Background: an optimization exercise with open tools, aiming at small area, a short achievable clock period and few clock cycles. Do not read the settings as production practice.
In this exercise RTL edits were held to simulation tests only and were not proved equivalent to the original.
No activity file was given, so power comes from the tool's default toggle rates.

<file path="design/flow/config.mk">
export PLATFORM = sky130hd
export DESIGN_NAME = usb_app
export DESIGN_NICKNAME = usb_app
export VERILOG_FILES = /design/flow/design.v
export SDC_FILE = /design/flow/constraint.sdc
export NUM_CORES = 4
export LEC_CHECK = 0
export ABC_CLOCK_PERIOD_IN_PS = 2400
export CAP_MARGIN = 20
export CORE_MARGIN = 2
export CORE_UTILIZATION = 50
export CTS_CLUSTER_DIAMETER = 60
export CTS_CLUSTER_SIZE = 25
export PLACE_DENSITY = 0.75
export SETUP_SLACK_MARGIN = 2.55
export SLEW_MARGIN = 20
</file>
<file path="design/flow/constraint.sdc">
create_clock -name core_clock -period 5.0 [get_ports {clk_i}]
set_input_delay 1.0000 -clock core_clock [delete_from_list [all_inputs] [get_ports {clk_i}]]
set_output_delay 1.0000 -clock core_clock [all_outputs]
set_load 0.01 [all_outputs]
</file>
<file path="design/flow/design.v">
package app_pkg;
   localparam int CNT_W = 24;
   localparam logic [23:0] LFSR_POLY = 24'hE10000;
   localparam logic [31:0] CRC_POLY_REF = 32'hEDB88320;
   typedef enum logic [2:0] {
      P_LOOP,
      P_CODE,
      P_ARG0,
      P_ARG1,
      P_ARG2,
      P_ODATA,
      P_WAIT
   } pstate_e;
   typedef enum logic [2:0] {
      C_IN,
      C_OUT,
      C_ADDR,
      C_LFSRW,
      C_RREAD
   } pcmd_e;
   typedef enum logic [2:0] {
      J_IN,
      J_LOAD,
      J_RREAD,
      J_LREAD,
      J_WORD,
      J_ECHO
   } job_e;
   typedef enum logic [1:0] {
      G_IDLE,
      G_IN,
      G_WORD,
      G_RREAD
   } gstate_e;
endpackage
`timescale 1ns/1ps
module byte_pacer #(
   parameter int WAIT_W = 8
) (
   input  logic              clk_i,
   input  logic              rstn,
   input  logic              wait_set_i,
   input  logic [WAIT_W-1:0] wait_val_i,
   input  logic              paced_i,     
   output logic              wait_nz_o,
   output logic              free_o,      
   output logic              near_free_o  
);
   logic [WAIT_W-1:0] wait_q;
   logic [WAIT_W-1:0] gap_q;
   logic [WAIT_W-1:0] gap_d;
   logic              near_q;
   logic              wait_nz_q;
   assign wait_nz_o = wait_nz_q;
   always_comb begin
      if (paced_i)      gap_d = wait_q;
      else if (|gap_q)  gap_d = gap_q - 1'b1;
      else              gap_d = '0;
   end
   assign free_o      = ~|gap_d;
   assign near_free_o = near_q;
   always_ff @(posedge clk_i or negedge rstn) begin
      if (!rstn) begin
         wait_q    <= '0;
         wait_nz_q <= 1'b0;
         gap_q     <= '0;
         near_q    <= 1'b1;
      end else begin
         if (wait_set_i) begin
            wait_q    <= wait_val_i;
            wait_nz_q <= |wait_val_i;
         end
         gap_q  <= gap_d;
         near_q <= ~|gap_d[WAIT_W-1:1];
      end
   end
endmodule
`timescale 1ns/1ps
module crc32_engine (
   input  logic        clk_i,
   input  logic        rstn,
   input  logic        en_i,
   input  logic        init_i,    
   input  logic        upd_i,
   input  logic [7:0]  data_i,
   input  logic        load_i,
   input  logic [31:0] load_val_i,
   output logic [31:0] crc_o
);
   logic [31:0] crc_q;
   logic [31:0] base;
   function automatic logic [31:0] crc_byte(input logic [31:0] crc, input logic [7:0] data);
      logic [31:0] c;
      c = crc ^ {24'd0, data};
      for (int i = 0; i < 8; i++) begin
         if (c[0]) c = (c >> 1) ^ app_pkg::CRC_POLY_REF;
         else      c = c >> 1;
      end
      crc_byte = c;
   endfunction
   assign base  = init_i ? 32'hFFFF_FFFF : crc_q;
   assign crc_o = crc_q;
   always_ff @(posedge clk_i) begin
      if (en_i) begin
         if (load_i)     crc_q <= load_val_i;
         else if (upd_i) crc_q <= crc_byte(base, data_i);
         else            crc_q <= '1;
      end
   end
endmodule
`timescale 1ns/1ps
module lfsr24 (
   input  logic        clk_i,
   input  logic        rstn,
   input  logic        load_i,
   input  logic [23:0] load_val_i,
   input  logic        step_i,
   output logic [23:0] lfsr_o
);
   logic [23:0] lfsr_q;
   logic        fb;
   assign fb     = ~^(lfsr_q & app_pkg::LFSR_POLY);
   assign lfsr_o = lfsr_q;
   always_ff @(posedge clk_i or negedge rstn) begin
      if (!rstn) begin
         lfsr_q <= '0;
      end else if (load_i) begin
         lfsr_q <= load_val_i;
      end else if (step_i) begin
         lfsr_q <= {lfsr_q[22:0], fb};
      end
   end
endmodule
`timescale 1ns/1ps
module byte_ram #(
   parameter int TAP_P = 8
) (
   input  logic       clk_i,
   input  logic       rstn,
   input  logic       set_addr_i,
   input  logic [7:0] set_val_i,
   input  logic       zero_addr_i,
   input  logic       wr_en_i,
   input  logic [7:0] wr_data_i,
   input  logic       wr_cont_i,     
   output logic       wr_ok_o,       
   output logic       wr_idle_o,     
   input  logic       rd_start_i,
   input  logic       rd_take_i,     
   output logic       rd_ok_o,       
   output logic [7:0] rd_data_o
);
   localparam int NT = 256 / TAP_P;
   localparam int SW = $clog2(TAP_P);
   localparam int KW = 8 - SW;
   logic [2047:0]    ring;
   logic [7:0]       ph;
   logic [7:0]       apos;          
   logic             aset_q;        
   logic [7:0]       aval_q;
   logic [7:0]       dl_data [TAP_P];
   logic [TAP_P-1:0] dl_v;
   logic [SW-1:0]    w_s;
   logic [KW-1:0]    w_k;
   logic [7:0]       w_d;
   logic             w_en;
   logic [7:0]       wd;
   logic [7:0]       rd_off;        
   logic [7:0]       rd_off_d;
   logic [7:0]       rsel_lo;       
   logic [3:0]       rsel_hi;       
   logic [7:0]       rgrp [4];
   logic [7:0]       tap [NT];
   assign wr_idle_o = ~|dl_v;
   assign wr_ok_o   = wr_idle_o | wr_cont_i;
   assign wd   = apos - 8'd2;
   logic          sel0;
   logic [SW-1:0] w_sm1;
   logic          we_q;
   logic [7:0]    wdat_q;
   logic [KW-1:0] wk_d;
   logic [7:0]    wlo_q;            
   logic [3:0]    whi_q;
   assign wk_d  = wr_idle_o ? wd[7:SW] : w_k;
   assign sel0  = wr_idle_o ? (apos[SW-1:0] == SW'(2)) : (w_s == '0);
   assign w_sm1 = w_s - 1'b1;
   assign w_en = we_q;
   assign w_d  = wdat_q;
   always_ff @(posedge clk_i or negedge rstn) begin
      if (!rstn) begin
         ph     <= '0;
         apos   <= '0;
         aset_q <= 1'b0;
         dl_v   <= '0;
         we_q   <= 1'b0;
      end else begin
         ph     <= ph + 1'b1;
         aset_q <= set_addr_i;
         if (aset_q)           apos <= aval_q - ph - 8'd1;
         else if (wr_en_i)     apos <= apos;
         else if (zero_addr_i) apos <= ~ph;
         else                  apos <= apos - 8'd1;
         for (int j = TAP_P - 1; j > 0; j--) begin
            dl_v[j] <= dl_v[j-1] & (w_s != SW'(j - 1));
         end
         dl_v[0] <= wr_en_i;
         we_q    <= sel0 ? wr_en_i : (~wr_idle_o & dl_v[w_sm1]);
      end
   end
   always_comb begin
      if (rd_start_i)      rd_off_d = apos - 8'd1;
      else if (!rd_take_i) rd_off_d = rd_off - 8'd1;
      else                 rd_off_d = rd_off;
   end
   always_ff @(posedge clk_i) begin
      if (set_addr_i) aval_q <= set_val_i;
      wdat_q <= sel0 ? wr_data_i : dl_data[w_sm1];
      wlo_q  <= 8'd1 << wk_d[2:0];
      whi_q  <= 4'd1 << wk_d[4:3];
      if (wr_idle_o) begin
         w_s <= wd[SW-1:0];
         w_k <= wd[7:SW];
      end
      rd_off <= rd_off_d;
      rsel_lo <= 8'd1 << rd_off_d[5:3];
      rsel_hi <= 4'd1 << rd_off_d[7:6];
      dl_data[0] <= wr_data_i;
      for (int j = 1; j < TAP_P; j++) begin
         dl_data[j] <= dl_data[j-1];
      end
   end
   logic [2047:0] ring_d;
   always_comb begin
      ring_d = {ring[7:0], ring[2047:8]};
      for (int k = 0; k < NT; k++) begin
         if (w_en && wlo_q[k % 8] && whi_q[k / 8]) ring_d[k*TAP_P*8 +: 8] = w_d;
      end
   end
   always_ff @(posedge clk_i) begin
      ring <= ring_d;
   end
   always_comb begin
      for (int k = 0; k < NT; k++) begin
         tap[k] = ring[k*TAP_P*8 +: 8];
      end
   end
   assign rd_ok_o   = (rd_off[SW-1:0] == '0);
   always_comb begin
      for (int h = 0; h < 4; h++) begin
         rgrp[h] = '0;
         for (int l = 0; l < 8; l++) begin
            rgrp[h] = rgrp[h] | (tap[h*8 + l] & {8{rsel_lo[l]}});
         end
      end
      rd_data_o = '0;
      for (int h = 0; h < 4; h++) begin
         rd_data_o = rd_data_o | (rgrp[h] & {8{rsel_hi[h]}});
      end
   end
endmodule
`timescale 1ns/1ps
module app_ctrl (
   input  logic        clk_i,
   input  logic        rstn,
   input  logic [7:0]  out_data_i,
   input  logic        out_valid_i,
   output logic        out_ready_o,
   output logic [7:0]  in_data_o,
   output logic        in_valid_o,
   input  logic        in_ready_i,
   output logic        wait_set_o,
   output logic [7:0]  wait_val_o,
   output logic        paced_o,
   input  logic        wait_nz_i,
   input  logic        pace_free_i,
   input  logic        pace_near_free_i,
   output logic        pcrc_en_o,
   output logic        pcrc_init_o,
   output logic        pcrc_upd_o,
   output logic [7:0]  pcrc_data_o,
   input  logic [31:0] pcrc_i,
   output logic        gcrc_en_o,
   output logic        gcrc_init_o,
   output logic        gcrc_upd_o,
   output logic [7:0]  gcrc_data_o,
   output logic        gcrc_load_o,
   output logic [31:0] gcrc_load_val_o,
   input  logic [31:0] gcrc_i,
   output logic        lfsr_load_o,
   output logic [23:0] lfsr_load_val_o,
   output logic        lfsr_step_o,
   input  logic [23:0] lfsr_i,
   output logic        set_addr_o,
   output logic [7:0]  set_val_o,
   output logic        zero_addr_o,
   output logic        wr_en_o,
   output logic [7:0]  wr_data_o,
   output logic        wr_cont_o,
   input  logic        wr_ok_i,
   input  logic        wr_idle_i,
   output logic        rd_start_o,
   output logic        rd_take_o,
   input  logic        rd_ok_i,
   input  logic [7:0]  rd_data_i
);
   logic        rdy_q;
   logic        sk_v_q;
   logic [7:0]  sk_d_q;
   logic        sk_six_q;
   logic        sk_vb_q;              
   logic        ov_q, tv_q;           
   logic        ovo_q, rdyo_q;        
   logic [7:0]  odo_q;                
   logic [7:0]  od_q, td_q;
   logic        op_q, tp_q;           
   logic        pL_q, pC_q, pA0_q, pA1_q, pA2_q, pD_q, pW_q;
   logic        cIN_q, cOUT_q, cADDR_q, cLW_q, cRR_q;
   logic [23:0] arg_q;
   logic        arg_last_q;           
   logic        lb_q;                 
   logic        sl_v_q;
   logic        sIN_q, sLD_q, sRR_q, sLR_q, sWD_q;
   logic        gI_q, gN_q, gW_q, gR_q;
   logic [23:0] gcnt_q;
   logic        glast_q;              
   logic        rv_q;                 
   logic [7:0]  rdat_q;
   logic        rdone_q;              
   logic [1:0]  gidx_q;
   function automatic logic [23:0] dec24(input logic [23:0] x);
      dec24[11:0]  = x[11:0] - 1'b1;
      dec24[23:12] = (x[11:0] == 12'd0) ? x[23:12] - 1'b1 : x[23:12];
   endfunction
   logic        hs_out;
   logic        b_v;
   logic [7:0]  b;
   logic        b_zero;
   logic        b_six;
   logic [6:0]  sk_dec_q;
   logic [6:0]  in_dec;
   logic [6:0]  b_dec;
   function automatic logic [6:0] decode(input logic [7:0] x);
      decode = {x == 8'h08, x == 8'h05, x == 8'h04, x == 8'h03, x == 8'h02, x == 8'h01, x == 8'h00};
   endfunction
   assign hs_out = out_valid_i & rdy_q;
   assign b_v    = sk_v_q | hs_out;
   assign b      = sk_vb_q ? sk_d_q : out_data_i;
   assign in_dec = decode(out_data_i);
   assign b_dec  = sk_vb_q ? sk_dec_q : in_dec;
   assign b_zero = b_dec[0];
   assign b_six  = sk_vb_q ? sk_six_q : (out_data_i == 8'h06);
   logic in_take;
   logic ofree;         
   logic g_ready;       
   logic byp_ok;        
   logic slot_busy;     
   logic rread_busy;
   logic echo_ok;
   logic gen_quiet;
   logic sl_arg;
   logic cjob;
   assign in_take    = ov_q & in_ready_i;
   assign ofree      = ~tv_q & ~(wait_nz_i & (ov_q | ~pace_near_free_i));
   assign g_ready    = gI_q & ofree;
   assign byp_ok     = g_ready & ~sl_v_q;
   logic wd_wait;
   logic pv_q;
   logic [7:0] pd_q;
   assign wd_wait    = sWD_q & pv_q;
   assign slot_busy  = sl_v_q & ~(g_ready & ~wd_wait);
   assign rread_busy = (sl_v_q & sRR_q) | gR_q;
   assign echo_ok    = byp_ok & ~rread_busy & wr_ok_i;
   assign gen_quiet  = gI_q & ~sl_v_q & ~ov_q & ~tv_q;
   assign sl_arg     = sl_v_q & (sIN_q | sLD_q | sRR_q);
   assign cjob       = cIN_q | cLW_q | cRR_q;
   logic tL, tC, tA0, tA1, tA2, tD, tW;
   logic take;
   logic sl_fill;
   logic c_in, c_out, c_addr, c_wait, c_lw, c_rr;    
   assign tL  = b_v & pL_q & (b_zero | echo_ok);
   assign tC  = b_v & pC_q & ~(b_six & slot_busy);
   assign tA0 = b_v & pA0_q & ~(sl_arg & ~g_ready);
   assign tA1 = b_v & pA1_q;
   assign tA2 = b_v & pA2_q & ~(cjob & slot_busy) & ~(cOUT_q & sl_v_q & sWD_q & slot_busy);
   assign tD  = b_v & pD_q & ~(arg_last_q & slot_busy);
   assign tW  = b_v & pW_q & gen_quiet;
   assign take = tL | tC | tA0 | tA1 | tA2 | tD | tW;
   assign c_in   = b_dec[1];
   assign c_out  = b_dec[2];
   assign c_addr = b_dec[3];
   assign c_wait = b_dec[4];
   assign c_lw   = b_dec[5];
   assign c_rr   = b_dec[6];
   assign sl_fill = (tC & b_six & ~byp_ok) | (tA2 & cjob & ~byp_ok) | (tD & arg_last_q);
   logic        sl_take;
   logic        st_E, st_LR, st_WD, st_IN, st_LD, st_RR;    
   logic [23:0] gj_arg;
   assign sl_take = sl_v_q & g_ready & ~wd_wait;
   assign st_E    = b_v & pL_q & ~b_zero & echo_ok;
   assign st_LR   = (sl_take & sLR_q) | (b_v & pC_q & b_six & byp_ok);
   assign st_WD   = sl_take & sWD_q;
   assign st_IN   = (sl_take & sIN_q) | (b_v & pA2_q & cIN_q & byp_ok);
   assign st_LD   = (sl_take & sLD_q) | (b_v & pA2_q & cLW_q & byp_ok);
   assign st_RR   = (sl_take & sRR_q) | (b_v & pA2_q & cRR_q & byp_ok);
   assign gj_arg  = sl_v_q ? arg_q : {b, arg_q[15:0]};
   logic rd_go;
   logic rd_iss;
   logic run_in;
   logic run_wd;
   assign rd_iss = gR_q & ~rdone_q & rd_ok_i & wr_idle_i & (~rv_q | ofree);
   assign rd_go  = gR_q & rv_q & ofree;
   assign run_in = gN_q & ofree;
   assign run_wd = gW_q & ofree;
   logic        oload;
   logic [7:0]  onext;
   logic        opaced;
   assign oload  = st_E | st_LR | st_WD | st_IN | run_in | run_wd | rd_go;
   assign opaced = st_IN | run_in | rd_go;
   always_comb begin
      if (gN_q)                          onext = lfsr_i[7:0];
      else if (gW_q)                     onext = ~gcrc_i[gidx_q*8 +: 8];
      else if (gR_q)                     onext = rdat_q;
      else if (sl_v_q ? sWD_q : 1'b0)    onext = ~pcrc_i[7:0];
      else if (sl_v_q ? 1'b1 : ~pL_q)    onext = lfsr_i[7:0];
      else                               onext = b;
   end
   assign lfsr_step_o     = st_IN | run_in;
   assign lfsr_load_o     = st_LD;
   assign lfsr_load_val_o = gj_arg;
   logic g_ld_sel;
   assign g_ld_sel        = gI_q & (sl_v_q ? (sLR_q | sWD_q) : pC_q);
   assign gcrc_en_o       = gI_q | run_in;
   assign gcrc_init_o     = gI_q;
   assign gcrc_upd_o      = ~g_ld_sel;
   assign gcrc_data_o     = lfsr_i[7:0];
   assign gcrc_load_o     = g_ld_sel;
   assign gcrc_load_val_o = gI_q & ~(sl_v_q & sWD_q) ? ~{8'h00, lfsr_i} : pcrc_i;
   assign rd_start_o = st_RR;
   assign rd_take_o  = rd_iss;
   assign wr_en_o     = st_E;
   assign wr_data_o   = b;
   assign wr_cont_o   = lb_q;
   assign set_addr_o  = tA0 & cADDR_q;
   assign set_val_o   = b;
   assign zero_addr_o = st_RR;
   assign paced_o    = (in_take & op_q) | (hs_out & pD_q & ~sk_v_q);
   assign wait_set_o = tW;
   assign wait_val_o = b;
   logic p_init;
   assign p_init      = pA2_q & cOUT_q & ~(sl_v_q & sWD_q & slot_busy);
   assign pcrc_en_o   = p_init | pv_q;
   assign pcrc_init_o = 1'b0;          
   assign pcrc_upd_o  = pv_q;
   assign pcrc_data_o = pd_q;
   assign out_ready_o = rdyo_q;
   assign in_valid_o  = ovo_q;
   assign in_data_o   = odo_q;
   logic sk_v_d;
   logic omove;
   assign sk_v_d = b_v & ~take;
   assign omove  = ~ov_q | in_take;
   always_ff @(posedge clk_i or negedge rstn) begin
      if (!rstn) begin
         rdy_q  <= 1'b0;
         sk_v_q <= 1'b0;
         ov_q   <= 1'b0;
         tv_q   <= 1'b0;
      end else begin
         sk_v_q <= sk_v_d;
         rdy_q  <= ~sk_v_d & pace_free_i;
         if (omove)     ov_q <= tv_q | oload;
         if (tv_q)      tv_q <= ~omove;
         else           tv_q <= oload & ~omove;
      end
   end
   always_ff @(posedge clk_i) begin
      if (!rstn) begin
         ovo_q  <= 1'b0;
         rdyo_q <= 1'b0;
         odo_q  <= '0;
         sk_vb_q <= 1'b0;
      end else begin
         sk_vb_q <= sk_v_d;
         odo_q  <= omove ? (tv_q ? td_q : onext) : od_q;
         rdyo_q <= ~sk_v_d & pace_free_i;
         ovo_q  <= (ov_q & ~in_ready_i) | tv_q | oload;
      end
   end
   always_ff @(posedge clk_i) begin
      if (!sk_v_q) begin
         sk_d_q   <= out_data_i;
         sk_dec_q <= in_dec;
         sk_six_q <= (out_data_i == 8'h06);
      end
      if (omove) begin
         od_q <= tv_q ? td_q : onext;
         op_q <= tv_q ? tp_q : opaced;
      end
      if (!tv_q || omove) begin
         td_q <= onext;
         tp_q <= opaced;
      end
   end
   always_ff @(posedge clk_i or negedge rstn) begin
      if (!rstn) begin
         pL_q <= 1'b1; pC_q <= 1'b0; pA0_q <= 1'b0; pA1_q <= 1'b0;
         pA2_q <= 1'b0; pD_q <= 1'b0; pW_q <= 1'b0;
         lb_q <= 1'b0;
         pv_q <= 1'b0;
      end else begin
         pv_q  <= tD;
         lb_q  <= st_E;
         pL_q  <= (pL_q & ~(tL & b_zero)) | tW | (tA2 & ~cOUT_q) | (tD & arg_last_q) |
                  (tC & ~(c_in | c_out | c_addr | c_wait | c_lw | c_rr));
         pC_q  <= (pC_q & ~tC) | (tL & b_zero);
         pA0_q <= (pA0_q & ~tA0) | (tC & (c_in | c_out | c_addr | c_lw | c_rr));
         pA1_q <= (pA1_q & ~tA1) | tA0;
         pA2_q <= (pA2_q & ~tA2) | tA1;
         pD_q  <= (pD_q & ~(tD & arg_last_q)) | (tA2 & cOUT_q);
         pW_q  <= (pW_q & ~tW) | (tC & c_wait);
      end
   end
   always_ff @(posedge clk_i) begin
      if (tC) begin
         cIN_q   <= c_in;
         cOUT_q  <= c_out;
         cADDR_q <= c_addr;
         cLW_q   <= c_lw;
         cRR_q   <= c_rr;
      end
      pd_q <= b;
      if (tA0) arg_q[7:0]  <= b;
      if (tA1) arg_q[15:8] <= b;
      if (tA2) begin
         arg_q[23:16] <= b;
         arg_last_q   <= ({b, arg_q[15:0]} == 24'd0);
      end
      if (tD) begin
         arg_q      <= dec24(arg_q);
         arg_last_q <= (arg_q == 24'd1);
      end
   end
   always_ff @(posedge clk_i or negedge rstn) begin
      if (!rstn) begin
         sl_v_q <= 1'b0;
         gI_q <= 1'b1; gN_q <= 1'b0; gW_q <= 1'b0; gR_q <= 1'b0;
         rv_q <= 1'b0;
      end else begin
         if (sl_fill)      sl_v_q <= 1'b1;
         else if (sl_take) sl_v_q <= 1'b0;
         gI_q <= (gI_q & ~(st_LR | st_WD | st_IN | st_RR)) |
                 (run_wd & (gidx_q == 2'd3)) | (rd_go & rdone_q);
         gN_q <= (gN_q & ~(run_in & glast_q)) | (st_IN & (gj_arg != 24'd0));
         gW_q <= (gW_q & ~(run_wd & (gidx_q == 2'd3))) | st_LR | st_WD |
                 (st_IN & (gj_arg == 24'd0)) | (run_in & glast_q);
         gR_q <= (gR_q & ~(rd_go & rdone_q)) | st_RR;
         rv_q <= rd_iss | (rv_q & ~rd_go);
      end
   end
   always_ff @(posedge clk_i) begin
      if (sl_fill) begin
         sIN_q <= pA2_q & cIN_q;
         sLD_q <= pA2_q & cLW_q;
         sRR_q <= pA2_q & cRR_q;
         sLR_q <= pC_q;
         sWD_q <= pD_q;
      end
      if (st_LR || st_WD) gidx_q <= 2'd1;
      if (st_IN)          gidx_q <= 2'd0;
      if (run_wd)         gidx_q <= gidx_q + 1'b1;
      if (gI_q) begin
         gcnt_q  <= gj_arg;
         glast_q <= (sl_v_q ? sIN_q : pA2_q & cIN_q) ? (gj_arg == 24'd1) : (gj_arg == 24'd0);
      end
      if (run_in || rd_iss) begin
         gcnt_q  <= dec24(gcnt_q);
         glast_q <= run_in ? (gcnt_q == 24'd2) : (gcnt_q == 24'd1);
      end
      if (st_RR)       rdone_q <= 1'b0;
      else if (rd_iss) rdone_q <= glast_q;
      if (rd_iss)      rdat_q  <= rd_data_i;
   end
endmodule
`timescale 1ns/1ps
module usb_app #(
   parameter int RAM_DEPTH = 256,
   parameter int WAIT_W    = 8
) (
   input  logic       clk_i,
   input  logic       rstn_i,
   input  logic [7:0] out_data_i,
   input  logic       out_valid_i,
   output logic       out_ready_o,
   output logic [7:0] in_data_o,
   output logic       in_valid_o,
   input  logic       in_ready_i
);
   logic        rst_meta;
   logic        rstn;
   logic        wait_set;
   logic [7:0]  wait_val;
   logic        paced;
   logic        wait_nz;
   logic        pace_free;
   logic        pace_near_free;
   logic        pcrc_en, pcrc_init, pcrc_upd, pcrc_load;
   logic [7:0]  pcrc_data;
   logic [31:0] pcrc;
   logic        gcrc_en, gcrc_init, gcrc_upd, gcrc_load;
   logic [7:0]  gcrc_data;
   logic [31:0] gcrc_load_val;
   logic [31:0] gcrc;
   logic        lfsr_load, lfsr_step;
   logic [23:0] lfsr_load_val;
   logic [23:0] lfsr;
   logic        set_addr, zero_addr;
   logic [7:0]  set_val;
   logic        wr_en, wr_cont, wr_ok, wr_idle;
   logic [7:0]  wr_data;
   logic        rd_start, rd_take, rd_ok;
   logic [7:0]  rd_data;
   always_ff @(posedge clk_i or negedge rstn_i) begin
      if (!rstn_i) begin
         rst_meta <= 1'b0;
         rstn     <= 1'b0;
      end else begin
         rst_meta <= 1'b1;
         rstn     <= rst_meta;
      end
   end
   app_ctrl u_ctrl (
      .clk_i, .rstn,
      .out_data_i, .out_valid_i, .out_ready_o,
      .in_data_o, .in_valid_o, .in_ready_i,
      .wait_set_o(wait_set), .wait_val_o(wait_val), .paced_o(paced),
      .wait_nz_i(wait_nz), .pace_free_i(pace_free), .pace_near_free_i(pace_near_free),
      .pcrc_en_o(pcrc_en), .pcrc_init_o(pcrc_init), .pcrc_upd_o(pcrc_upd), .pcrc_data_o(pcrc_data), .pcrc_i(pcrc),
      .gcrc_en_o(gcrc_en), .gcrc_init_o(gcrc_init), .gcrc_upd_o(gcrc_upd), .gcrc_data_o(gcrc_data),
      .gcrc_load_o(gcrc_load), .gcrc_load_val_o(gcrc_load_val), .gcrc_i(gcrc),
      .lfsr_load_o(lfsr_load), .lfsr_load_val_o(lfsr_load_val), .lfsr_step_o(lfsr_step), .lfsr_i(lfsr),
      .set_addr_o(set_addr), .set_val_o(set_val), .zero_addr_o(zero_addr),
      .wr_en_o(wr_en), .wr_data_o(wr_data), .wr_cont_o(wr_cont),
      .wr_ok_i(wr_ok), .wr_idle_i(wr_idle),
      .rd_start_o(rd_start), .rd_take_o(rd_take),
      .rd_ok_i(rd_ok), .rd_data_i(rd_data)
   );
   byte_pacer #(.WAIT_W(WAIT_W)) u_pacer (
      .clk_i, .rstn,
      .wait_set_i(wait_set), .wait_val_i(WAIT_W'(wait_val)), .paced_i(paced),
      .wait_nz_o(wait_nz), .free_o(pace_free), .near_free_o(pace_near_free)
   );
   crc32_engine u_pcrc (
      .clk_i, .rstn,
      .en_i(pcrc_en), .init_i(pcrc_init), .upd_i(pcrc_upd), .data_i(pcrc_data),
      .load_i(1'b0), .load_val_i(32'd0), .crc_o(pcrc)
   );
   crc32_engine u_gcrc (
      .clk_i, .rstn,
      .en_i(gcrc_en), .init_i(gcrc_init), .upd_i(gcrc_upd), .data_i(gcrc_data),
      .load_i(gcrc_load), .load_val_i(gcrc_load_val), .crc_o(gcrc)
   );
   lfsr24 u_lfsr (
      .clk_i, .rstn,
      .load_i(lfsr_load), .load_val_i(lfsr_load_val),
      .step_i(lfsr_step), .lfsr_o(lfsr)
   );
   byte_ram u_ram (
      .clk_i, .rstn,
      .set_addr_i(set_addr), .set_val_i(set_val), .zero_addr_i(zero_addr),
      .wr_en_i(wr_en), .wr_data_i(wr_data), .wr_cont_i(wr_cont),
      .wr_ok_o(wr_ok), .wr_idle_o(wr_idle),
      .rd_start_i(rd_start), .rd_take_i(rd_take),
      .rd_ok_o(rd_ok), .rd_data_o(rd_data)
   );
endmodule
</file>
<file path="design/flow/run.sh">
#!/bin/bash
# synth_recipe.tcl (not shown) runs the flow's synth.tcl, then flattens the netlist and writes it again
# the make line also repeats each setting of config.mk as NAME=value (left out here)
make -C /OpenROAD-flow-scripts/flow DESIGN_CONFIG=/design/flow/config.mk WORK_HOME=/design/flow/orfs CLKGATE_MAP_FILE= SYNTH_SCRIPT=/design/flow/synth_recipe.tcl finish
</file>
==> results.txt, run 1 <==
#FFs+latches synth=2436; Post-synth EDFFs=174; Rel. slew slack=0.3552; number of max-cap violations=0; core area=127500 um^2; Die ar.=131400 um^2; Post-Syn Area per Cell=14.91 um^2; Leakage Power=28.21 nW; synthesized area=64270 um^2; crit start category=flip-flop; share of cells above drive strength 1=0.1629; achievable frequency=403.3 MHz; Routed WL per cell=20.78 um; grt total ovfl=0; Yosys Warn Count=9; Std-Cell Rows=131; post-synthesis sequential area ratio=0.7928; Final Cell Area=71720 um^2; Cell Area, Placed=66340 um^2; Syn Nets=4352; Critical Path Fanout Max=17; Worst-Skew Late Latency=0.79 ns; Setup TNS Final=0 ns; maximum vdd ir drop=444.2 uV; I/O Buffers=21; initial detailed-routing violation count=2656; Final Skew=0.05432 ns; Die X=362.5 um; post-DP HPWL=76060 um; Starting Density=0.5040; P&R area growth vs syn=11.58%; Detail Route Antenna Nets=0; FF-to-FF Start=u_ram.rsel_lo[1]; power density over cell area=596.0 nW/um^2; crit path launch=u_ram.rsel_lo[1]; number of vias per cell=5.130; Power Total=42.74 mW; global-route wire length before repair=191200 um; Worst R2R Setup Slack=2.52 ns; final WL=127500 um; Synth cell types=93; HP Start=u_ram.ring[790]; Post-Syn Instances=4311; Root Driver=clkbuf_16; final period utilization=0.4959; total CTS buffers=131; Clock Path Buffers=3; DIE HEIGHT=362.5 um; Nets=4465; clk slew on worst S/H paths=0.09 ns; DRC=0; Max Slew Vio Count=0; RSZ-0062 raised after global routing=true; fill cell count=9681; CTS tree=yes; outcome=timing/DRC/antenna clean; Arr. time, crit path=2.98 ns; initial antenna violation count=2; # H-tree levels=4; post-layout min period=2.479 ns; Crit. End Element=flip-flop; Post-synth top flop=dfxtp_1; vias in the first global route=31550; CTS sink cnt=2436; num ports=22; crit path kind=flip-flop to flip-flop; Critical Path RT=5.50 ns; worst-margin pin slew=0.9672 ns; Final Hold Fails=0; hold crit path type=flip-flop to flip-flop; number of detailed-route iterations in the first pass=6; GP Congestion=0.8554; count of final setup violators=0; DR vias=31490; largest net degree at the start of global routing=64; GR Util All Layers=0.1914; fraction of registers with async set or reset after synthesis=0.03612
[worst paths after layout]
check,endpoint,depth (start not counted)
max,u_ctrl.rdat_q[2],5
min,u_ram.ring[782],0
max reg2reg,u_ctrl.rdat_q[2],5
min reg2reg,u_ram.ring[782],0
max in group asynchronous,u_ctrl.tv_q,1
min in group asynchronous,rst_meta,1
[metrics by stage]
| stage | utilization | instances | hold WS, ns | worst slack [ns] |
|---|---|---|---|---|
| after floorplan | - | 4311 | 0.3096 | 2.153 |
| after detailed placement | 0.5202 | 5885 | 0.3121 | 0.9690 |
| final | 0.5624 | 6138 | 0.2893 | 2.521 |
| after global routing | 0.5624 | 6137 | 0.2856 | 2.469 |
| after CTS | 0.5576 | 6095 | 0.2817 | 2.368 |
| after global placement | 0.5202 | 5885 | 0.3096 | 1.049 |
[synth_stat cells (all sizes together) (5+ instances only)]
cell        n  area, um^2
dfxtp    2174       43520
mux2      289        3254
nand2     200       750.7
edfxtp    174        5225
xnor2     158        1429
nor2      151       566.8
a22oi     148        1116
clkbuf    108       405.4
a21oi      93       469.2
o21ai      89       445.4
dfrtp      85        2127
xor2       59       524.3
inv        58       217.7
nand3      48       240.2
nand4      42       262.8
nor3       37       190.2
mux2i      32       320.3
buf        31       148.9
ha         28       350.3
and2       26       162.7
a211oi     24       185.2
o31ai      22       188.9
nand2b     17       106.4
a31oi      16       106.4
or3        13       81.33
or4        13       108.9
o21a       12       90.09
a221oi     11       113.9
mux4       10       225.2
nor2b      10       62.56
nor4       10       77.57
and3        9       56.30
or2         9       58.81
a21o        8       60.06
a222oi      8       80.08
a21boi      7       52.55
nor3b       7       57.55
a22o        6       61.31
a311oi      6       58.80
o211ai      6       45.04
a2111oi     5       62.56
nor4b       5       56.31
o41ai       5       51.30
[cell type report]
| class | instances | area (um^2) | area share |
|---|---|---|---|
| Antenna cell | 1 | 2.502 | 0.00003489 |
| Multi-Input combinational cell | 1678 | 13260 | 0.1849 |
| Tap cell | 1662 | 2079 | 0.02900 |
| Sequential cell | 2436 | 51010 | 0.7113 |
| Timing Repair Buffer | 118 | 1081 | 0.01507 |
| Inverter | 59 | 234.0 | 0.003262 |
| Clock buffer | 146 | 3461 | 0.04826 |
| Clock inverter | 38 | 590.6 | 0.008235 |
[critical path: stages, from the launching register on]
cell	delay, ns
dfxtp_2	0.55
buf_4	0.38
a22oi_1	0.25
nand4_1	0.21
a22oi_1	0.65
nand2_1	0.14
[cells in the final DEF (no fill, tap or decap), types with 25 or more instances in the layout]
cell and instances:
nand2_1 198, xnor2_1 133, mux2_2 288, a21oi_1 90, edfxtp_1 174, nand4_1 42, buf_4 80, nor3_1 34
xor2_1 56, clkbuf_16 138, nand3_1 47, and2_1 26, dfrtp_1 79, inv_1 54, mux2i_1 29, ha_1 25
dfxtp_1 2157, nor2_1 147, o21ai_0 77, a22oi_1 142
[layer usage]
| layer | up-vias | wire (um) | GRT usage |
|---|---|---|---|
| li1 | 14830 | - | - |
| met5 | - | 0 | 0 |
| met1 | 15480 | 57790 | 0.2619 |
| met2 | 912 | 59110 | 0.3089 |
| met3 | 269 | 6373 | 0.03066 |
| met4 | 0 | 4248 | 0.06818 |
[where the power goes]
part / leakage (nW) / switching (mW) / total [mW] / internal [mW]
logic: 5.93 / 4.96 / 8.72 / 3.75
registers: 20.3 / 1.33 / 22.5 / 21.2
clock network: 1.97 / 6.30 / 11.5 / 5.23
[timing repair]
action                                  4_1_cts  5_1_grt
buffers inserted                             25       39
resized for setup                           126       63
pin swaps                                    25       27
hold buffers                                  0        0
endpoints found under the setup margin      395      414
cloned                                        1        3
[sequential cells by signal, indices dropped and copies added, names as in the netlist, 24 cells and up]
signal	flops
u_gcrc.crc_q	32
u_ctrl.arg_q	24
u_ctrl.gcnt_q	24
u_ram.ring	2048
u_pcrc.crc_q	32
u_lfsr.lfsr_q	24
u_ram.dl_data	64
[kinds of logic after synthesis]
| kind of cell | count (synthesis) | share of synthesized area |
|---|---|---|
| DFF | 2436 | 0.7928 |
| and+or+nand+nor | 606 | 0.04548 |
| AOI/OAI and AO/OA | 489 | 0.05295 |
| muxes | 331 | 0.05912 |
| xor gates and xnor gates | 221 | 0.03179 |
| buffers and inverters | 198 | 0.01207 |
| adders and majority gates | 29 | 0.005762 |
| other | 1 | 0.00005835 |
Testbench counts, summed over its fixed seeds: cycles 7,044.
==> run 2, diff against run 1 <==
--- a/design/flow/config.mk
+++ b/design/flow/config.mk
@@ -12,5 +12,5 @@
 export CTS_CLUSTER_DIAMETER = 60
 export CTS_CLUSTER_SIZE = 25
 export PLACE_DENSITY = 0.75
-export SETUP_SLACK_MARGIN = 2.55
+export SETUP_SLACK_MARGIN = 2.6
 export SLEW_MARGIN = 20
==> results.txt, run 2 <==
Power Total=42.87 mW; Routed WL per cell=20.91 um; share of cells above drive strength 1=0.1726; worst r2r path cells=8; Setup TNS Final=0 ns; initial antenna violation count=6; number of max-cap violations=0; Final Skew=0.04522 ns; commonest cells after routing, fill and taps aside=dfxtp_1 (2158), mux2_2 (285), nand2_1 (196), edfxtp_1 (174), nor2_1 (147); number of vias per cell=5.128; Crit. End Element=flip-flop; Synth area leaders=dfxtp_1 (68%), edfxtp_1 (8.1%), mux2_2 (5.1%); final WL=128500 um; Final Cell Area=72020 um^2; Std-Cell Rows=131; hold crit path type=flip-flop to flip-flop; Reg with most FFs=u_ram.ring; largest net degree at the start of global routing=65; post-layout min period=2.383 ns; commonest non-fill, non-tap cell in the layout=dfxtp_1; initial detailed-routing violation count=2666; biggest regs=u_ram.ring: 2048 flops, u_ram.dl_data: 64 flops; post-DP HPWL=76560 um; Max Slew Vio Count=0; outcome=timing/DRC/antenna clean; maximum vdd ir drop=365.7 uV; Syn Nets=4352; count of final setup violators=0; Post-synth top flop=dfxtp_1; DIE HEIGHT=362.5 um; Root Driver=clkbuf_16; Synth cell types=93; crit path kind=flip-flop to flip-flop; achievable frequency=419.7 MHz; Cell Area, Placed=66390 um^2; final period utilization=0.4766; most frequent cell after synthesis=dfxtp_1; # H-tree levels=4; Post-Syn Instances=4311; Leakage Power=28.31 nW; GP Congestion=0.8630; core area=127500 um^2; Critical Path Fanout Max=17; #FFs+latches synth=2436; Die ar.=131400 um^2; total CTS buffers=132; fraction of registers with async set or reset after synthesis=0.03612; Nets=4480; P&R area growth vs syn=12.06%; Die X=362.5 um; Critical Path RT=5.48 ns; clk slew on worst S/H paths=0.09 ns; number of flip-flops under the largest register name=2048; WP depth=8; vias in the first global route=31810; Critical-path top delay cell=dfstp_2; CTS tree=yes; Detail Route Antenna Nets=0; power density over cell area=595.3 nW/um^2; GR Util All Layers=0.1933; crit path cell chain=buf_12, nor2_1, xnor2_2, buf_4, xnor2_4, xor2_2, xnor2_1, a21oi_1; synthesized area=64270 um^2; Non-Filler Instances=6148; worst hold path depth=0; post-synth top area cell=dfxtp_1; CTS sink cnt=2436; post-synthesis sequential area ratio=0.7928; most instantiated cells after synthesis=dfxtp_1 (2174), mux2_2 (289), nand2_1 (200); RSZ-0062 raised after global routing=true; crit start category=flip-flop; placed cells=5888; Starting Density=0.5040; Post-Syn Area per Cell=14.91 um^2; Worst-Skew Late Latency=0.77 ns; DRC=0; I/O Buffers=21; Util after Layout=0.5648; DR vias=31520; Post-synth EDFFs=174; Final Hold Fails=0; fill cell count=9561; grt total ovfl=0; Yosys Warn Count=9; global-route wire length before repair=193200 um; Critical path buffers and inverters=2; slowest stage delay, CP=0.61 ns; num ports=22; Rel. slew slack=0.3940; worst-margin pin slew=0.9091 ns; number of detailed-route iterations in the first pass=5; CP top delay family=XOR/XNOR gates; top cell type's share of synthesized area=0.6772; Clock Path Buffers=3; Arr. time, crit path=2.86 ns
run 2: cell counts after synthesis:
No cell type changed its count.
run 2: metrics by stage:
stage               worst slack (ns)  hold WS, ns
detailed placement             1.248       0.3121
floorplan                      2.153       0.3096
global placement               1.326       0.3096
finish                         2.617       0.3114
CTS                            2.392       0.3139
global route                   2.519       0.3140
run 2: kinds of logic after synthesis:
group,count (synthesis),synth area share
buf+inv,198,0.01207
fa+ha+maj,29,0.005762
xor+xnor,221,0.03179
simple gates,606,0.04548
other cells,1,0.00005835
mux,331,0.05912
flops,2436,0.7928
compound gates,489,0.05295
run 2: routing by layer:
layer / wire length, um / GRT usage
met1: 57470 / 0.2612
met2: 60020 / 0.3118
met3: 6627 / 0.03386
met4: 4389 / 0.07331
met5: 43 / 0
run 2: area by class of cell:
class | count | area, um^2 | share of cell area
Clock inverter | 36 | 529.3 | 0.007349
Antenna cell | 1 | 2.502 | 0.00003475
Inverter | 59 | 236.5 | 0.003283
Clock buffer | 144 | 3453 | 0.04795
Timing Repair Buffer | 130 | 1160 | 0.01610
Sequential cell | 2436 | 51010 | 0.7083
Multi-Input combinational cell | 1680 | 13550 | 0.1881
Tap cell | 1662 | 2079 | 0.02887
run 2: power by group:
part	switching [mW]	leakage, nW	internal, mW
Combinational	5.07	6.08	3.88
Clock	6.13	1.93	5.25
Sequential	1.38	20.3	21.2
run 2: path summary, 6_finish.rpt:
check | startpoint | end | slack [ns]
hold reg to reg | u_ram.ring[865] | u_ram.ring[857] | 0.31
hold / removal | u_ram.ring[865] | u_ram.ring[857] | 0.31
setup / recovery | u_ctrl.gI_q | u_gcrc.crc_q[26] | 2.62
min in group asynchronous | rstn_i | rstn | 0.41
setup reg to reg | u_ctrl.gI_q | u_gcrc.crc_q[26] | 2.62
max in group asynchronous | rstn | u_ctrl.gN_q | 3.53
run 2: what timing repair did:
item	4_1_cts	5_1_grt
setup buffers	37	38
endpoints found under the setup margin	439	413
hold buffers	0	0
cloned	2	2
hold endpoints to repair	0	0
pin swaps	27	30
resized for setup	155	97
==> run 3, diff against run 2 <==
--- a/design/flow/config.mk
+++ b/design/flow/config.mk
@@ -8,7 +8,7 @@
 export ABC_CLOCK_PERIOD_IN_PS = 2400
 export CAP_MARGIN = 20
 export CORE_MARGIN = 2
-export CORE_UTILIZATION = 50
+export CORE_UTILIZATION = 58
 export CTS_CLUSTER_DIAMETER = 60
 export CTS_CLUSTER_SIZE = 25
 export PLACE_DENSITY = 0.75
==> results.txt, run 3 <==
outcome=timing/DRC/antenna clean; Leakage Power=28.48 nW; FF-to-FF Start=u_ctrl.gI_q; fraction of registers with async set or reset after synthesis=0.03612; P&R area growth vs syn=12.08%; Post-Syn Area per Cell=14.91 um^2; Synth area leaders=dfxtp_1 (68%), edfxtp_1 (8.1%), mux2_2 (5.1%); post-DP HPWL=77960 um; Post-synth top flop=dfxtp_1; commonest cells after routing, fill and taps aside=dfxtp_1 (2162), mux2_2 (287), nand2_1 (190), edfxtp_1 (174), nor2_1 (148); Reg with most FFs=u_ram.ring; crit path launch=u_ctrl.gI_q; CTS sink cnt=2436; # H-tree levels=4; R2R Path End=u_gcrc.crc_q[23]; Post-synth EDFFs=174; Root Driver=clkbuf_16; I/O Buffers=21; GR Layer Usage met1=0.3376; Yosys Warn Count=9; worst-margin pin slew=1.039 ns; GR Util All Layers=0.2296; Worst setup endpoint=u_gcrc.crc_q[23]; GP Congestion=0.8635; hold crit path type=flip-flop to flip-flop; Worst-Skew Late Latency=0.78 ns; Arr. time, crit path=3.08 ns; busiest grt layer=met2; vias in the first global route=31620; Place WS=1.225 ns; Cell Area, Placed=66170 um^2; Starting Density=0.5824; Die X=336.9 um; number of max-cap violations=0; Rel. slew slack=0.3072; worst r2r path cells=6; crit start category=flip-flop; Die ar.=113500 um^2; most instantiated cells after synthesis=dfxtp_1 (2174), mux2_2 (289), nand2_1 (200); achievable frequency=398.5 MHz; final period utilization=0.5018; maximum vdd ir drop=403.0 uV; initial antenna violation count=6; core area=110400 um^2; Max Slew Vio Count=0; crit path kind=flip-flop to flip-flop; clk slew on worst S/H paths=0.09 ns; top cell type's share of synthesized area=0.6772; GR met2 Demand/Resource=0.3492; Setup TNS Final=0 ns; num ports=22; #FFs+latches synth=2436; Std-Cell Rows=122; global-route wire length before repair=193900 um; synthesized area=64270 um^2; Final Hold Fails=0; Syn Nets=4352; post-layout min period=2.509 ns; Routed WL per cell=21.80 um; met3 GRT Util=0.03853; Crit. End Element=flip-flop; total CTS buffers=130; CTS tree=yes; Synth cell types=93; power density over cell area=598.1 nW/um^2; Worst R2R Setup Slack=2.49 ns; Post-Syn Instances=4311; share of cells above drive strength 1=0.1767; number of detailed-route iterations in the first pass=8; Final Cell Area=72040 um^2; grt total ovfl=0; post-route setup slack=2.491 ns; Nets=4504; DRC=0; Critical Path Fanout Max=7; final hold slack=0.2940 ns; CTS Hold Bufs=0; most frequent cell after synthesis=dfxtp_1; initial detailed-routing violation count=3059; final WL=130900 um; DIE HEIGHT=336.9 um; biggest regs=u_ram.ring: 2048 flops, u_ram.dl_data: 64 flops; number of flip-flops under the largest register name=2048; number of vias per cell=5.361; Critical Path RT=5.57 ns; post-synth top area cell=dfxtp_1; Detail Route Antenna Nets=0; DR vias=32190; post-synthesis sequential area ratio=0.7928; Final Skew=0.06018 ns; count of final setup violators=0; commonest non-fill, non-tap cell in the layout=dfxtp_1; largest net degree at the start of global routing=65; Power Total=43.09 mW; Clock Path Buffers=3; RSZ-0062 raised after global routing=true
## run 3: cell counts after synthesis
No cell type changed its count.
## run 3: per-layer routing
layer	part of all wire	vias up
li1	-	14880
met1	0.46	15910
met2	0.44	1127
met3	0.065	271
met4	0.029	0
met5	0	-
## run 3: per-stage QoR
step | util | cells
finish | 0.6527 | 6004
global route | 0.6527 | 6003
CTS | 0.6444 | 5953
detailed placement | 0.5995 | 5713
global placement | 0.5995 | 5713
floorplan | - | 4311
## run 3: final cells by class
class,instances,area (um^2)
clock buffers,143,3354
diodes,1,2.502
inverters,59,241.5
flip-flops and latches,2436,51000
well taps,1488,1862
clock inverters,41,613.1
fillers,7467,38330
multi-input cells,1678,13500
repair buffers,158,1463
## run 3: worst min path at each step
stage / cells past startpoint / endpoint / slack (ns) / from
after floorplan: 0 / u_ram.ring[1000] / 0.31 / u_ram.ring[1008]
after global placement: 0 / u_ram.ring[1643] / 0.31 / u_ram.ring[1651]
after detailed placement: 0 / u_ram.ring[433] / 0.31 / u_ram.ring[441]
after CTS: 0 / u_ram.ring[1700] / 0.29 / u_ram.ring[1708]
after global routing: 0 / u_ram.ring[1740] / 0.30 / u_ram.ring[1748]
final: 0 / u_ram.ring[1700] / 0.29 / u_ram.ring[1708]
## run 3: timing repair
| item | in CTS | in global routing |
|---|---|---|
| buffers inserted | 53 | 49 |
| cloned | 3 | 1 |
| pin swaps | 33 | 33 |
| setup endpoints to repair | 459 | 211 |
| gates resized for setup | 157 | 106 |
## run 3: kinds of logic after synthesis
family / share of synthesized area
buffers and inverters: 0.01207
AO/OA/AOI/OAI: 0.05295
multiplexers: 0.05912
other: 0.00005835
flip-flops: 0.7928
adder cells (fa/ha/maj): 0.005762
XOR/XNOR: 0.03179
AND/OR/NAND/NOR: 0.04548
## run 3: report_power, final
| group | switching (mW) | total (mW) | internal, mW | leakage, nW |
|---|---|---|---|---|
| combinational | 5.26 | 9.23 | 3.97 | 6.25 |
| clock | 6.27 | 11.4 | 5.13 | 1.93 |
| sequential | 1.30 | 22.5 | 21.2 | 20.3 |
## run 3: worst max-delay path, cell delays in order, from the launching register on
cell,delay [ns]
dfstp_4,0.72
buf_8,0.16
nor2_1,0.06
xnor2_1,0.60
xnor2_1,0.32
xnor3_1,0.28
a21oi_1,0.16
==> run 4, diff against run 3 <==
--- a/design/flow/config.mk
+++ b/design/flow/config.mk
@@ -8,9 +8,9 @@
 export ABC_CLOCK_PERIOD_IN_PS = 2400
 export CAP_MARGIN = 20
 export CORE_MARGIN = 2
-export CORE_UTILIZATION = 58
-export CTS_CLUSTER_DIAMETER = 60
-export CTS_CLUSTER_SIZE = 25
-export PLACE_DENSITY = 0.75
+export CORE_UTILIZATION = 50
+export CTS_CLUSTER_DIAMETER = 65
+export CTS_CLUSTER_SIZE = 30
+export PLACE_DENSITY = 0.8
 export SETUP_SLACK_MARGIN = 2.6
 export SLEW_MARGIN = 20
==> results.txt, run 4 <==
Post-synth EDFFs=174; clk slew on worst S/H paths=0.10 ns; core area=127500 um^2; Detail Route Antenna Nets=0; GR met2 Demand/Resource=0.3135; RSZ-0062 raised after global routing=true; biggest regs=u_ram.ring: 2048 flops, u_ram.dl_data: 64 flops; post-layout min period=2.452 ns; synthesized area=64270 um^2; most frequent cell after synthesis=dfxtp_1; P&R area growth vs syn=10.52%; Starting Density=0.5040; Die ar.=131400 um^2; Syn Nets=4352; Post-Syn Area per Cell=14.91 um^2; #FFs+latches synth=2436; Critical Path RT=5.63 ns; met3 GRT Util=0.02874; number of detailed-route iterations in the first pass=6; Rel. slew slack=0.3512; commonest cells after routing, fill and taps aside=dfxtp_1 (2161), mux2_2 (287), nand2_1 (196), edfxtp_1 (174), nor2_1 (148); Non-Filler Instances=6118; DIE HEIGHT=362.5 um; Worst R2R Setup Slack=2.55 ns; Root Driver=clkbuf_16; Synth cell types=93; Crit. End Element=flip-flop; Post-Syn Instances=4311; Setup TNS Final=0 ns; Reg with most FFs=u_ram.ring; GR Util All Layers=0.1904; Critical Path Fanout Max=11; GP Congestion=0.8727; Die X=362.5 um; fraction of registers with async set or reset after synthesis=0.03612; CTS tree=yes; post-DP HPWL=77260 um; crit path kind=flip-flop to flip-flop; global-route wire length before repair=191200 um; Leakage Power=27.88 nW; Util after Layout=0.5570; post-synth top area cell=dfxtp_1; largest net degree at the start of global routing=68; post-synthesis sequential area ratio=0.7928; num ports=22; Worst-Skew Late Latency=0.73 ns; Yosys Warn Count=9; most instantiated cells after synthesis=dfxtp_1 (2174), mux2_2 (289), nand2_1 (200); final WL=128400 um; maximum vdd ir drop=432.6 uV; Post-synth top flop=dfxtp_1; Nets=4458; worst r2r path cells=8; DR vias=31580; Std-Cell Rows=131; vias in the first global route=31580; FF-to-FF Start=u_pacer.wait_nz_q; initial detailed-routing violation count=2882; Clock Path Buffers=3; initial antenna violation count=2; grt total ovfl=0; R2R Path End=u_ram.rsel_lo[6]; share of cells above drive strength 1=0.1609; DRC=0; number of flip-flops under the largest register name=2048; Synth area leaders=dfxtp_1 (68%), edfxtp_1 (8.1%), mux2_2 (5.1%); commonest non-fill, non-tap cell in the layout=dfxtp_1; Arr. time, crit path=3.08 ns; worst-margin pin slew=0.9697 ns; placed cells=5888; power density over cell area=580.6 nW/um^2; I/O Buffers=21; Worst setup endpoint=u_ram.rsel_lo[6]; Final Hold Fails=0; final period utilization=0.4904; Max Slew Vio Count=0; crit start category=flip-flop; count of final setup violators=0; busiest grt layer=met2; Routed WL per cell=20.98 um; GR Layer Usage met1=0.2603; total CTS buffers=103; achievable frequency=407.8 MHz; crit path launch=u_pacer.wait_nz_q; top cell type's share of synthesized area=0.6772; number of vias per cell=5.161; outcome=timing/DRC/antenna clean; hold crit path type=flip-flop to flip-flop; number of max-cap violations=0; CTS sink cnt=2436; # H-tree levels=3; Final Skew=0.05792 ns
==> run 4: cell counts after synthesis <==
No cell type changed its count.
==> run 4: cells by family after synthesis <==
| group | count (synthesis) | synth area share |
|---|---|---|
| flip-flops | 2436 | 0.7928 |
| AND/OR/NAND/NOR | 606 | 0.04548 |
| XOR/XNOR | 221 | 0.03179 |
| buffers and inverters | 198 | 0.01207 |
| other | 1 | 0.00005835 |
| adder cells (fa/ha/maj) | 29 | 0.005762 |
| multiplexers | 331 | 0.05912 |
| AO/OA/AOI/OAI | 489 | 0.05295 |
==> run 4: report_power, final <==
group	internal (mW)	total, mW	switching (mW)	leakage (nW)
clock	3.98	9.89	5.91	1.49
sequential	21.2	22.5	1.31	20.3
combinational	3.85	8.88	5.03	6.09
total	29.0	41.2	12.3	27.9
==> run 4: area by class of cell <==
| type | instances | area (um^2) |
|---|---|---|
| Tap cell | 1662 | 2079 |
| Inverter | 59 | 234.0 |
| Multi-Input combinational cell | 1680 | 13430 |
| Fill cell | 9417 | 56490 |
| Clock inverter | 32 | 467.9 |
| Antenna cell | 1 | 2.502 |
| Clock buffer | 111 | 2608 |
| Timing Repair Buffer | 137 | 1215 |
| Sequential cell | 2436 | 50990 |
==> run 4: how the worst min path moves through the flow <==
stage,depth (start not counted),startpoint,to
global placement,0,u_ram.ring[2039],u_ram.ring[2031]
CTS,0,u_ram.ring[618],u_ram.ring[610]
detailed placement,0,u_ram.ring[1074],u_ram.ring[1066]
global route,0,u_ram.ring[618],u_ram.ring[610]
floorplan,0,u_ram.ring[1008],u_ram.ring[1000]
finish,0,u_ram.ring[618],u_ram.ring[610]
==> run 4: timing repair <==
item / CTS / global route
gates cloned: 2 / 3
setup buffers: 42 / 39
hold buffers: 0 / 0
gates resized for setup: 132 / 73
pin swaps: 31 / 25
setup endpoints to repair: 485 / 177
==> run 4: worst max-delay path: stages, from the launching register on <==
cell and delay, ns:
dfrtp_2 0.48, inv_1 0.14, o21ai_4 0.29, a211oi_4 0.12, buf_4 0.16, buf_12 0.13, o31ai_1 0.57, a31oi_4 0.21
and3_1 0.25
==> run 4: per-stage QoR <==
step,worst slack (ns),total power [mW],hold slack [ns],instance area (um^2)
4_1_cts,2.428,40.71,0.2761,70340
6_report,2.548,41.24,0.2657,71030
3_5_place_dp,0.9882,30.37,0.3121,66390
2_1_floorplan,2.153,27.90,0.3096,64420
5_1_grt,2.463,42.79,0.2707,71030
3_3_place_gp,1.050,30.15,0.3095,66390
==> run 4: per-layer routing <==
metal	routed length, um	part of all wire	up-vias
met5	0	0	-
met3	6665	0.052	254
met2	60400	0.47	930
met1	57150	0.45	15610
li1	-	-	14780
met4	4140	0.032	0
==> run 5, diff against run 4 <==
--- a/design/flow/config.mk
+++ b/design/flow/config.mk
@@ -11,6 +11,6 @@
 export CORE_UTILIZATION = 50
 export CTS_CLUSTER_DIAMETER = 65
 export CTS_CLUSTER_SIZE = 30
-export PLACE_DENSITY = 0.8
+export PLACE_DENSITY = 0.72
 export SETUP_SLACK_MARGIN = 2.6
 export SLEW_MARGIN = 20
==> results.txt, run 5 <==
I/O Buffers=21; Rel. slew slack=0.3774; Synth area leaders=dfxtp_1 (68%), edfxtp_1 (8.1%), mux2_2 (5.1%); CP top delay family=simple AND/OR/NAND/NOR gates; GR Layer Usage met1=0.2661; number of vias per cell=5.109; core area=127500 um^2; slowest stage delay, CP=0.56 ns; share of cells above drive strength 1=0.1676; Die X=362.5 um; post-DP HPWL=78210 um; grt total ovfl=0; final period utilization=0.4909; post-synth top area cell=dfxtp_1; Max Slew Vio Count=0; Final Skew=0.08356 ns; Die ar.=131400 um^2; Final Hold Fails=0; RSZ-0062 raised after global routing=true; fraction of registers with async set or reset after synthesis=0.03612; DIE HEIGHT=362.5 um; Clock Path Buffers=3; Critical path buffers and inverters=4; Std-Cell Rows=131; Nets=4463; Critical-path top delay cell=or4_4; most frequent cell after synthesis=dfxtp_1; final WL=127700 um; post-synthesis sequential area ratio=0.7928; Setup TNS Final=0 ns; Post-Syn Instances=4311; Root Driver=clkbuf_16; DR vias=31300; Non-Filler Instances=6126; Detail Route Antenna Nets=0; # diodes=0; initial detailed-routing violation count=2678; Place WS=1.137 ns; Post-Syn Area per Cell=14.91 um^2; initial antenna violation count=3; GP Congestion=0.8564; Post-synth top flop=dfxtp_1; Reg with most FFs=u_ram.ring; outcome=timing/DRC/antenna clean; GR met2 Demand/Resource=0.3076; Power Total=41.75 mW; Routed WL per cell=20.84 um; Arr. time, crit path=3.08 ns; synthesized area=64270 um^2; biggest regs=u_ram.ring: 2048 flops, u_ram.dl_data: 64 flops; Syn Nets=4352; GR Util All Layers=0.1917; commonest non-fill, non-tap cell in the layout=dfxtp_1; CTS tree=yes; P&R area growth vs syn=10.95%; global-route wire length before repair=191400 um; post-route setup slack=2.546 ns; hold crit path type=flip-flop to asynchronous set/reset pin; number of flip-flops under the largest register name=2048; vias in the first global route=31320; placed cells=5888; Synth cell types=93; Worst-Skew Late Latency=0.78 ns; number of detailed-route iterations in the first pass=5; Leakage Power=28.02 nW; most instantiated cells after synthesis=dfxtp_1 (2174), mux2_2 (289), nand2_1 (200); power density over cell area=585.5 nW/um^2; largest net degree at the start of global routing=49; Yosys Warn Count=9; worst-margin pin slew=0.9338 ns; total CTS buffers=107; worst r2r path cells=5; crit path kind=primary input to flip-flop; commonest cells after routing, fill and taps aside=dfxtp_1 (2156), mux2_2 (288), nand2_1 (196), edfxtp_1 (174), nor2_1 (146); crit start category=primary input; post-layout min period=2.454 ns; met3 GRT Util=0.03287; num ports=22; CTS Hold Bufs=0; Critical Path Fanout Max=7; final hold slack=0.1776 ns; clk slew on worst S/H paths=0.08 ns; #FFs+latches synth=2436; Crit. End Element=flip-flop; Starting Density=0.5040; busiest grt layer=met2; CTS sink cnt=2436; # H-tree levels=3; top cell type's share of synthesized area=0.6772; number of max-cap violations=0; count of final setup violators=0; Post-synth EDFFs=174; maximum vdd ir drop=372.9 uV; DRC=0; achievable frequency=407.4 MHz; Critical Path RT=5.62 ns; WP depth=10; crit path cell chain=buf_6, or4_4, o41ai_4, nand4bb_1, buf_6, inv_8, buf_6, and2_4, a311oi_2, nor3_1; CP most frequent cell=buf_6
==> run 5: cell families (layout without fill, tap and decap cells) <==
group                      after synthesis  after routing  share of synthesized area
buffers and inverters                  198            350                    0.01207
and+or+nand+nor                        606            606                    0.04548
other                                    1              1                 0.00005835
adders and majority gates               29             29                   0.005762
muxes                                  331            331                    0.05912
xor gates and xnor gates               221            221                    0.03179
AOI/OAI and AO/OA                      489            490                    0.05295
DFF                                   2436           2436                     0.7928
==> run 5: worst reg2reg max path, cell delays in order (launching register included) <==
cell and delay (ns):
dfxtp_2 0.57, buf_4 0.39, a22oi_1 0.20, nand4_1 0.26
a22oi_2 0.45, nand2_1 0.19
==> run 5: worst paths after layout <==
path | startpoint | to | slack (ns)
setup / recovery | out_data_i[7] | u_ram.apos[7] | 2.55
hold / removal | rstn | u_ctrl.pv_q | 0.18
setup reg to reg | u_ram.rsel_lo[7] | u_ctrl.rdat_q[2] | 2.60
hold reg to reg | rstn | u_ctrl.pv_q | 0.18
max in group asynchronous | rstn | u_lfsr.lfsr_q[0] | 3.94
min in group core_clock | u_ram.ring[418] | u_ram.ring[410] | 0.28
==> run 5: cell type report <==
class	count	area (um^2)
fillers	9876	56210
flip-flops and latches	2436	51020
multi-input cells	1678	13400
clock buffers	114	2744
well taps	1662	2079
repair buffers	140	1310
clock inverters	37	523.0
inverters	59	234.0
==> run 5: routing by layer <==
metal	vias up	wire (um)
met4	2	3992
met1	15440	58840
met2	808	58160
met5	-	13
met3	251	6648
li1	14800	-
==> run 5: where the power goes <==
| group | total, mW | switching (mW) | internal, mW |
|---|---|---|---|
| registers | 22.5 | 1.35 | 21.2 |
| clock network | 10.2 | 5.93 | 4.22 |
| logic | 9.08 | 5.10 | 3.98 |
==> run 5: per-stage QoR <==
step                      utilization  cell area (um^2)
after floorplan                     -             64420
after global placement         0.5206             66390
after detailed placement       0.5206             66390
after CTS                      0.5538             70620
after global routing           0.5592             71310
final                          0.5592             71310
==> run 5: what timing repair did <==
item | in CTS | in global routing
endpoints found under the setup margin | 457 | 183
setup buffers | 45 | 37
cloned | 1 | 4
pin swaps | 28 | 36
resized for setup | 164 | 79
==> run 6, diff against run 5 <==
--- a/design/flow/config.mk
+++ b/design/flow/config.mk
@@ -11,6 +11,6 @@
 export CORE_UTILIZATION = 50
 export CTS_CLUSTER_DIAMETER = 65
 export CTS_CLUSTER_SIZE = 30
-export PLACE_DENSITY = 0.72
+export PLACE_DENSITY = 0.75
 export SETUP_SLACK_MARGIN = 2.6
 export SLEW_MARGIN = 20
==> results.txt, run 6 <==
outcome=timing/DRC/antenna clean; top cell type's share of synthesized area=0.6772; Post-Syn Area per Cell=14.91 um^2; crit path kind=flip-flop to flip-flop; Die ar.=131400 um^2; worst-margin pin slew=0.8537 ns; Syn Nets=4352; Place WS=1.248 ns; Setup TNS Final=0 ns; Starting Density=0.5040; Detail Route Antenna Nets=0; worst hold path depth=0; Post-synth EDFFs=174; Std-Cell Rows=131; Routed WL per cell=20.79 um; Post-Syn Instances=4311; fraction of registers with async set or reset after synthesis=0.03612; Worst-Skew Late Latency=0.77 ns; crit start category=flip-flop; post-route setup slack=2.578 ns; DIE HEIGHT=362.5 um; Critical Path RT=5.62 ns; RSZ-0062 raised after global routing=true; GR Util All Layers=0.1911; Final Cell Area=71330 um^2; final period utilization=0.4844; global-route wire length before repair=191700 um; Cell Area, Placed=66390 um^2; # H-tree levels=3; post-synthesis sequential area ratio=0.7928; synthesized area=64270 um^2; HP Start=u_ram.ring[793]; CTS sink cnt=2436; P&R area growth vs syn=10.98%; CTS tree=yes; largest net degree at the start of global routing=65; # diodes=0; share of cells above drive strength 1=0.1649; biggest regs=u_ram.ring: 2048 flops, u_ram.dl_data: 64 flops; clk slew on worst S/H paths=0.10 ns; Yosys Warn Count=9; most frequent cell after synthesis=dfxtp_1; post-layout min period=2.422 ns; number of vias per cell=5.136; CTS Hold Bufs=0; Final Skew=0.1068 ns; total CTS buffers=106; commonest non-fill, non-tap cell in the layout=dfxtp_1; hold crit path type=flip-flop to flip-flop; commonest cells after routing, fill and taps aside=dfxtp_1 (2158), mux2_2 (287), nand2_1 (195), edfxtp_1 (174), nor2_1 (146); Synth cell types=93; Leakage Power=27.99 nW; Final Hold Fails=0; Arr. time, crit path=3.04 ns; post-DP HPWL=76560 um; Synth area leaders=dfxtp_1 (68%), edfxtp_1 (8.1%), mux2_2 (5.1%); Reg with most FFs=u_ram.ring; R2R Path End=u_ctrl.glast_q; #FFs+latches synth=2436; Power Total=41.82 mW; Rel. slew slack=0.4293; number of detailed-route iterations in the first pass=5; final WL=127100 um; post-synth top area cell=dfxtp_1; worst r2r path cells=5; Nets=4449; achievable frequency=412.9 MHz; Util after Layout=0.5593; initial detailed-routing violation count=2676; maximum vdd ir drop=460.9 uV; Critical Path Fanout Max=3; Worst R2R Setup Slack=2.58 ns; Hold Crit Endpoint=u_ram.ring[785]; Die X=362.5 um; most instantiated cells after synthesis=dfxtp_1 (2174), mux2_2 (289), nand2_1 (200); num ports=22; I/O Buffers=21; DR vias=31390; Post-synth top flop=dfxtp_1; vias in the first global route=31500; core area=127500 um^2; GP Congestion=0.8630; Clock Path Buffers=3; number of flip-flops under the largest register name=2048; count of final setup violators=0; DRC=0; initial antenna violation count=3; Root Driver=clkbuf_16; grt total ovfl=0; Crit. End Element=flip-flop; Max Slew Vio Count=0; number of max-cap violations=0; power density over cell area=586.3 nW/um^2; FF-to-FF Start=u_ctrl.gcnt_q[6]
## run 6: cell counts after synthesis
Identical to the previous run, type by type.
## run 6: worst max-delay path by stage
stage               slack, ns              from                to  depth (start not counted)
detailed placement       1.25     out_data_i[5]      u_ctrl.ovo_q                          9
finish                   2.58  u_ctrl.gcnt_q[6]    u_ctrl.glast_q                          5
floorplan                2.15     out_data_i[5]      u_ctrl.sIN_q                          6
global route             2.45  u_ctrl.arg_q[12]    u_ctrl.glast_q                          8
global placement         1.33     out_data_i[5]       u_ctrl.ov_q                          9
CTS                      2.58       u_ctrl.gI_q  u_gcrc.crc_q[22]                          7
## run 6: repair_timing
item,CTS,global route
setup endpoints to repair,447,180
setup buffers,43,27
gates cloned,2,2
pin swaps,30,34
gates resized for setup,146,93
## run 6: stage by stage
stage / hold slack (ns) / std cells
floorplan: 0.3096 / 4311
global placement: 0.3096 / 5888
detailed placement: 0.3121 / 5888
CTS: 0.2619 / 6084
global route: 0.2671 / 6113
finish: 0.2624 / 6113
## run 6: where the power goes
group,internal (mW),switching [mW],total (mW)
logic,3.92,5.03,8.95
registers,21.2,1.36,22.5
clock network,4.25,6.09,10.3
total,29.3,12.5,41.8
## run 6: final cells by class
type,count,area (um^2)
Timing Repair Buffer,125,1134
Tap cell,1662,2079
Inverter,59,234.0
Sequential cell,2436,51020
Clock buffer,113,2719
Fill cell,9680,56190
Multi-Input combinational cell,1680,13470
Clock inverter,38,673.1
## run 6: cell families (layout without fill, tap and decap cells)
group,after synthesis,after routing,synth area share
other,1,1,0.00005835
AND/OR/NAND/NOR,606,606,0.04548
multiplexers,331,331,0.05912
flip-flops,2436,2436,0.7928
XOR/XNOR,221,221,0.03179
adder cells (fa/ha/maj),29,29,0.005762
AO/OA/AOI/OAI,489,492,0.05295
buffers and inverters,198,335,0.01207
## run 6: layer usage
metal | vias to the layer above | global-route usage | wire, um
met5 | - | 0 | 7
met4 | 2 | 0.06753 | 4459
li1 | 14770 | - | -
met1 | 15540 | 0.2604 | 57010
met3 | 255 | 0.03351 | 6722
met2 | 831 | 0.3079 | 58870
## run 6: critical path, stage by stage (launching register included)
cell	delay, ns
edfxtp_1	0.40
or4_4	0.57
or4_4	0.45
or4_4	0.52
nor3b_2	0.19
o31a_1	0.17

-- port drivers added, routing unchanged --
The flow's constraints put no driver on any port. The routed layouts listed below were extracted and timed again, unchanged, in two steps.
Step 1 sets driving cells, clkbuf_16 on the clock port and buf_2 on the other inputs (assumed; they add their load-dependent delay and slew).
Step 2 adds t to the input delays and takes it off the output delays; t is the mean of the earliest and latest rising clock arrival at the registers after step 1. Input paths then give back, and output paths get back, about the clock's delay inside the block.
Slacks: ideal / step 1 / step 2; pairs: ideal / step 1.
run | t, ns | slack for setup (ns) | worst hold slack (ns)
run 1 | 0.835 | 2.521 / 2.520 / 1.769 | 0.289 / 0.289 / 0.289
run 2 | 0.823 | 2.617 / 2.598 / 1.839 | 0.311 / 0.311 / 0.311
run 3 | 0.818 | 2.491 / 2.491 / 1.788 | 0.294 / 0.294 / 0.294
run 4 | 0.777 | 2.548 / 2.548 / 1.823 | 0.266 / 0.266 / 0.266
run 5 | 0.806 | 2.546 / 2.580 / 1.774 | 0.178 / 0.178 / 0.178
run 6 | 0.794 | 2.578 / 2.578 / 1.869 | 0.262 / 0.262 / 0.262
After both steps setup and hold are still met in every run listed. For run 2, which loses most, drivers alone change the setup slack by -0.019 ns; drivers and shift together by -0.778 ns.
